This design comes from an exercise in tuning for small area, a short achievable clock period and few clock cycles on the open sky130 flow, not from production work.

==> module msp_datapath, before the edit <==
module msp_datapath (
  input  logic                               clk_i,
  input  logic                               rst_ni,
  input  logic [msp_pkg::DATA_W-1:0]         elem_value_i,
  input  logic                               take_i,
  input  logic                               first_row_i,
  input  logic                               first_col_i,
  input  logic                               last_col_i,
  input  logic                               last_i,
  input  logic [msp_pkg::IDX_W-1:0]          col_i,
  input  logic [msp_pkg::MAX_DIM-1:0]        col_oh_i,
  input  logic                               cnt_ready_i,
  output logic                               cnt_valid_o,
  output logic                               cnt_valid_d_o,
  output logic [msp_pkg::COUNT_W-1:0]        count_o
);
  localparam int DW = msp_pkg::DATA_W;
  localparam int N  = msp_pkg::MAX_DIM;
  localparam int IW = msp_pkg::IDX_W;
  logic [DW-1:0] cmin_q [N];
  logic [DW-1:0] cmax_q [N];
  logic [N-1:0]  ka_q, kb_q;           
  logic [DW-1:0] rmax_q, rmin_q;       
  logic [IW-1:0] jmax_q, jmin_q;       
  logic          umax_q, umin_q;       
  logic          nmax_q, nmin_q;       
  logic          va_q;
  logic [DW-1:0] xa_q;
  logic          a_first_row_q, a_first_col_q, a_last_col_q, a_last_q;
  logic [IW-1:0] a_col_q;
  logic [DW-1:0] pmin_q, pmax_q;       
  logic          new_rmax, new_rmin, new_cmin, new_cmax;
  logic [DW-1:0] pmin_d, pmax_d;
  logic          same_col, fwd_min, fwd_max;
  assign same_col = va_q && col_oh_i[a_col_q];
  assign fwd_min  = same_col && new_cmin;
  assign fwd_max  = same_col && new_cmax;
  always_comb begin
    pmin_d = '0;
    pmax_d = '0;
    for (int j = 0; j < N; j++) begin
      pmin_d |= cmin_q[j] & {DW{col_oh_i[j]}};
      pmax_d |= cmax_q[j] & {DW{col_oh_i[j]}};
    end
    if (fwd_min) pmin_d = xa_q;
    if (fwd_max) pmax_d = xa_q;
  end
  always_ff @(posedge clk_i or negedge rst_ni) begin
    if (!rst_ni) va_q <= 1'b0;
    else         va_q <= take_i;
  end
  always_ff @(posedge clk_i) begin
    xa_q          <= elem_value_i;
    a_first_row_q <= first_row_i;
    a_first_col_q <= first_col_i;
    a_last_col_q  <= last_col_i;
    a_last_q      <= last_i;
    a_col_q       <= col_i;
    pmin_q        <= pmin_d;
    pmax_q        <= pmax_d;
  end
  logic gt_rmax, eq_rmax, lt_rmin, eq_rmin;
  logic lt_cmin, eq_cmin, gt_cmax, eq_cmax;
  msp_cmp #(.W(DW)) u_cmp_rmax (.a_i(xa_q),   .b_i(rmax_q), .gt_o(gt_rmax), .eq_o(eq_rmax));
  msp_cmp #(.W(DW)) u_cmp_rmin (.a_i(rmin_q), .b_i(xa_q),   .gt_o(lt_rmin), .eq_o(eq_rmin));
  msp_cmp #(.W(DW)) u_cmp_cmin (.a_i(pmin_q), .b_i(xa_q),   .gt_o(lt_cmin), .eq_o(eq_cmin));
  msp_cmp #(.W(DW)) u_cmp_cmax (.a_i(xa_q),   .b_i(pmax_q), .gt_o(gt_cmax), .eq_o(eq_cmax));
  logic          umax_f, umin_f, nmax_f, nmin_f;
  logic [N-1:0]  a_col_oh, jmax_oh, jmin_oh, base_a, base_b;
  logic [N-1:0]  keep_a, keep_b, set_a, set_b, ka_d, kb_d;
  logic          start, other_a, other_b, cur_a, cur_b;
  logic          old_a, old_b, row_a, row_b;
  logic          cnt_a, cnt_b;
  assign new_rmax = a_first_col_q || gt_rmax;
  assign new_rmin = a_first_col_q || lt_rmin;
  assign new_cmin = a_first_row_q || lt_cmin;
  assign new_cmax = a_first_row_q || gt_cmax;
  assign umax_f = new_rmax || (!eq_rmax && umax_q);
  assign umin_f = new_rmin || (!eq_rmin && umin_q);
  assign nmax_f = new_rmax ? new_cmin : nmax_q;
  assign nmin_f = new_rmin ? new_cmax : nmin_q;
  always_comb begin
    a_col_oh = '0;
    jmax_oh  = '0;
    jmin_oh  = '0;
    a_col_oh[a_col_q] = 1'b1;
    jmax_oh[jmax_q]   = 1'b1;
    jmin_oh[jmin_q]   = 1'b1;
  end
  assign start  = a_first_row_q && a_first_col_q;
  assign base_a = ka_q & {N{!start}};
  assign base_b = kb_q & {N{!start}};
  assign other_a = |(base_a & ~a_col_oh);
  assign other_b = |(base_b & ~a_col_oh);
  assign cur_a   = |(base_a & a_col_oh);
  assign cur_b   = |(base_b & a_col_oh);
  assign old_a   = umax_q && nmax_q;
  assign old_b   = umin_q && nmin_q;
  assign keep_a = base_a & ~(a_col_oh & {N{new_cmin || eq_cmin}});
  assign keep_b = base_b & ~(a_col_oh & {N{new_cmax || eq_cmax}});
  assign row_a  = new_rmax ? new_cmin : (!eq_rmax && old_a);
  assign row_b  = new_rmin ? new_cmax : (!eq_rmin && old_b);
  assign set_a  = {N{a_last_col_q}} & (new_rmax ? (a_col_oh & {N{new_cmin}})
                                                : (jmax_oh & {N{!eq_rmax && old_a}}));
  assign set_b  = {N{a_last_col_q}} & (new_rmin ? (a_col_oh & {N{new_cmax}})
                                                : (jmin_oh & {N{!eq_rmin && old_b}}));
  assign ka_d   = va_q ? (keep_a | set_a) : ka_q;
  assign kb_d   = va_q ? (keep_b | set_b) : kb_q;
  assign cnt_a = row_a || other_a || (cur_a && !new_cmin && !eq_cmin);
  assign cnt_b = row_b || other_b || (cur_b && !new_cmax && !eq_cmax);
  always_ff @(posedge clk_i) begin
    if (va_q) begin
      if (new_rmax) begin
        rmax_q <= xa_q;
        jmax_q <= a_col_q;
      end
      if (new_rmin) begin
        rmin_q <= xa_q;
        jmin_q <= a_col_q;
      end
      umax_q <= umax_f;
      umin_q <= umin_f;
      nmax_q <= nmax_f;
      nmin_q <= nmin_f;
      for (int j = 0; j < N; j++) begin
        if (a_col_q == IW'(j)) begin
          if (new_cmin) cmin_q[j] <= xa_q;
          if (new_cmax) cmax_q[j] <= xa_q;
        end
      end
    end
    ka_q <= ka_d;
    kb_q <= kb_d;
  end
  logic       cv_q, cv_d;
  logic [1:0] cnt_q;
  assign cv_d = (va_q && a_last_q) || (cv_q && !cnt_ready_i);
  always_ff @(posedge clk_i or negedge rst_ni) begin
    if (!rst_ni) cv_q <= 1'b0;
    else         cv_q <= cv_d;
  end
  always_ff @(posedge clk_i) begin
    if (va_q && a_last_q) cnt_q <= {cnt_a && cnt_b, cnt_a ^ cnt_b};
  end
  assign cnt_valid_o   = cv_q;
  assign cnt_valid_d_o = cv_d;
  assign count_o       = {{(msp_pkg::COUNT_W - 2){1'b0}}, cnt_q};
endmodule
clock: 8.0 ns
lec_check: 0
cap_margin: 20
core_margin: 2
core_utilization: 35
cts_cluster_diameter: 80
cts_cluster_size: 30
place_density: 0.5
setup_slack_margin: 5
slew_margin: 20
synth_memory_max_bits: 16384
standard.sh (not shown) runs the stock make flow with config.mk's settings and CLKGATE_MAP_FILE= SYNTH_SCRIPT=/design/flow/synth_recipe.tcl, a recipe that flattens the netlist after the stock synthesis.
==> flow/flow/run.sh <==
#!/bin/bash
set -euo pipefail
sed -e 's/SETUP_SLACK_MARGIN=[0-9.]*/SETUP_SLACK_MARGIN=5.5/' standard.sh > standard_tight.sh
bash standard_tight.sh > standard.log 2>&1
Then changed:
--- a/flow/design.v
+++ b/flow/design.v
@@ -182,54 +182,49 @@
   logic lt_cmin, eq_cmin, gt_cmax, eq_cmax;
   msp_cmp #(.W(DW)) u_cmp_rmax (.a_i(xa_q),   .b_i(rmax_q), .gt_o(gt_rmax), .eq_o(eq_rmax));
   msp_cmp #(.W(DW)) u_cmp_rmin (.a_i(rmin_q), .b_i(xa_q),   .gt_o(lt_rmin), .eq_o(eq_rmin));
   msp_cmp #(.W(DW)) u_cmp_cmin (.a_i(pmin_q), .b_i(xa_q),   .gt_o(lt_cmin), .eq_o(eq_cmin));
   msp_cmp #(.W(DW)) u_cmp_cmax (.a_i(xa_q),   .b_i(pmax_q), .gt_o(gt_cmax), .eq_o(eq_cmax));
   logic          umax_f, umin_f, nmax_f, nmin_f;
-  logic [N-1:0]  a_col_oh, jmax_oh, jmin_oh, base_a, base_b;
-  logic [N-1:0]  keep_a, keep_b, set_a, set_b, ka_d, kb_d;
-  logic          start, other_a, other_b, cur_a, cur_b;
-  logic          old_a, old_b, row_a, row_b;
+  logic [IW-1:0] jmax_f, jmin_f;
+  logic [N-1:0]  a_col_oh, clr_a, clr_b, keep_a, keep_b, ka_d, kb_d;
+  logic          start;
   logic          cnt_a, cnt_b;
   assign new_rmax = a_first_col_q || gt_rmax;
   assign new_rmin = a_first_col_q || lt_rmin;
   assign new_cmin = a_first_row_q || lt_cmin;
   assign new_cmax = a_first_row_q || gt_cmax;
   assign umax_f = new_rmax || (!eq_rmax && umax_q);
   assign umin_f = new_rmin || (!eq_rmin && umin_q);
+  assign jmax_f = new_rmax ? a_col_q  : jmax_q;
+  assign jmin_f = new_rmin ? a_col_q  : jmin_q;
   assign nmax_f = new_rmax ? new_cmin : nmax_q;
   assign nmin_f = new_rmin ? new_cmax : nmin_q;
+  assign start = a_first_row_q && a_first_col_q;
   always_comb begin
     a_col_oh = '0;
-    jmax_oh  = '0;
-    jmin_oh  = '0;
     a_col_oh[a_col_q] = 1'b1;
-    jmax_oh[jmax_q]   = 1'b1;
-    jmin_oh[jmin_q]   = 1'b1;
   end
-  assign start  = a_first_row_q && a_first_col_q;
-  assign base_a = ka_q & {N{!start}};
-  assign base_b = kb_q & {N{!start}};
-  assign other_a = |(base_a & ~a_col_oh);
-  assign other_b = |(base_b & ~a_col_oh);
-  assign cur_a   = |(base_a & a_col_oh);
-  assign cur_b   = |(base_b & a_col_oh);
-  assign old_a   = umax_q && nmax_q;
-  assign old_b   = umin_q && nmin_q;
-  assign keep_a = base_a & ~(a_col_oh & {N{new_cmin || eq_cmin}});
-  assign keep_b = base_b & ~(a_col_oh & {N{new_cmax || eq_cmax}});
-  assign row_a  = new_rmax ? new_cmin : (!eq_rmax && old_a);
-  assign row_b  = new_rmin ? new_cmax : (!eq_rmin && old_b);
-  assign set_a  = {N{a_last_col_q}} & (new_rmax ? (a_col_oh & {N{new_cmin}})
-                                                : (jmax_oh & {N{!eq_rmax && old_a}}));
-  assign set_b  = {N{a_last_col_q}} & (new_rmin ? (a_col_oh & {N{new_cmax}})
-                                                : (jmin_oh & {N{!eq_rmin && old_b}}));
-  assign ka_d   = va_q ? (keep_a | set_a) : ka_q;
-  assign kb_d   = va_q ? (keep_b | set_b) : kb_q;
-  assign cnt_a = row_a || other_a || (cur_a && !new_cmin && !eq_cmin);
-  assign cnt_b = row_b || other_b || (cur_b && !new_cmax && !eq_cmax);
+  assign clr_a  = a_col_oh & {N{new_cmin || eq_cmin}};
+  assign clr_b  = a_col_oh & {N{new_cmax || eq_cmax}};
+  assign keep_a = ka_q & ~clr_a & {N{!start}};
+  assign keep_b = kb_q & ~clr_b & {N{!start}};
+  always_comb begin
+    ka_d = ka_q;
+    kb_d = kb_q;
+    if (va_q) begin
+      ka_d = keep_a;
+      kb_d = keep_b;
+      if (a_last_col_q) begin
+        if (umax_f && nmax_f) ka_d[jmax_f] = 1'b1;
+        if (umin_f && nmin_f) kb_d[jmin_f] = 1'b1;
+      end
+    end
+  end
+  assign cnt_a = (umax_f && nmax_f) || (|keep_a);
+  assign cnt_b = (umin_f && nmin_f) || (|keep_b);
   always_ff @(posedge clk_i) begin
     if (va_q) begin
       if (new_rmax) begin
         rmax_q <= xa_q;
         jmax_q <= a_col_q;
       end
The new run completed without violations.
Flip-flop and latch count stays the same.
Hold slack gets better by 35 ps.
Die area shrinks slightly.
Area after synthesis decreases slightly.
Core utilization grows by 0.50 points.
Via count is lower by a few percent.
Cell count decreases slightly.
Wire length shrinks by a few percent.
Fmax is lower by a little under a tenth.
First-iteration DRC count fell by roughly a tenth.
Function was not checked in any run of this note: the RTL went through the layout flow alone.

[re-timing with driven ports]
Ports are ideal in the flow. The routed layouts listed here were re-timed in OpenROAD. Step 1 (the two cells are an assumption about what drives the block):
set clk [get_ports {clk_i}]
set_driving_cell -lib_cell sky130_fd_sc_hd__clkbuf_16 $clk
set_driving_cell -lib_cell sky130_fd_sc_hd__buf_2 [delete_from_list [all_inputs] $clk]
Step 2 also shifts input and output timing later by t, the mid clock arrival at the registers, as if the neighbouring blocks saw the same clock. Three values: ideal ports, drivers, drivers and shift; two values: the first two.
run | t (ns) | slack for setup (ns) | clock arrival spread, ns | pins driven straight from the clock port
the first run | 0.664 | 4.851 / 4.851 / 4.851 | 0.041 / 0.042 | 1
the second run | 0.677 | 4.562 / 4.562 / 4.562 | 0.044 / 0.044 | 1
After both steps every run listed still meets setup and hold.
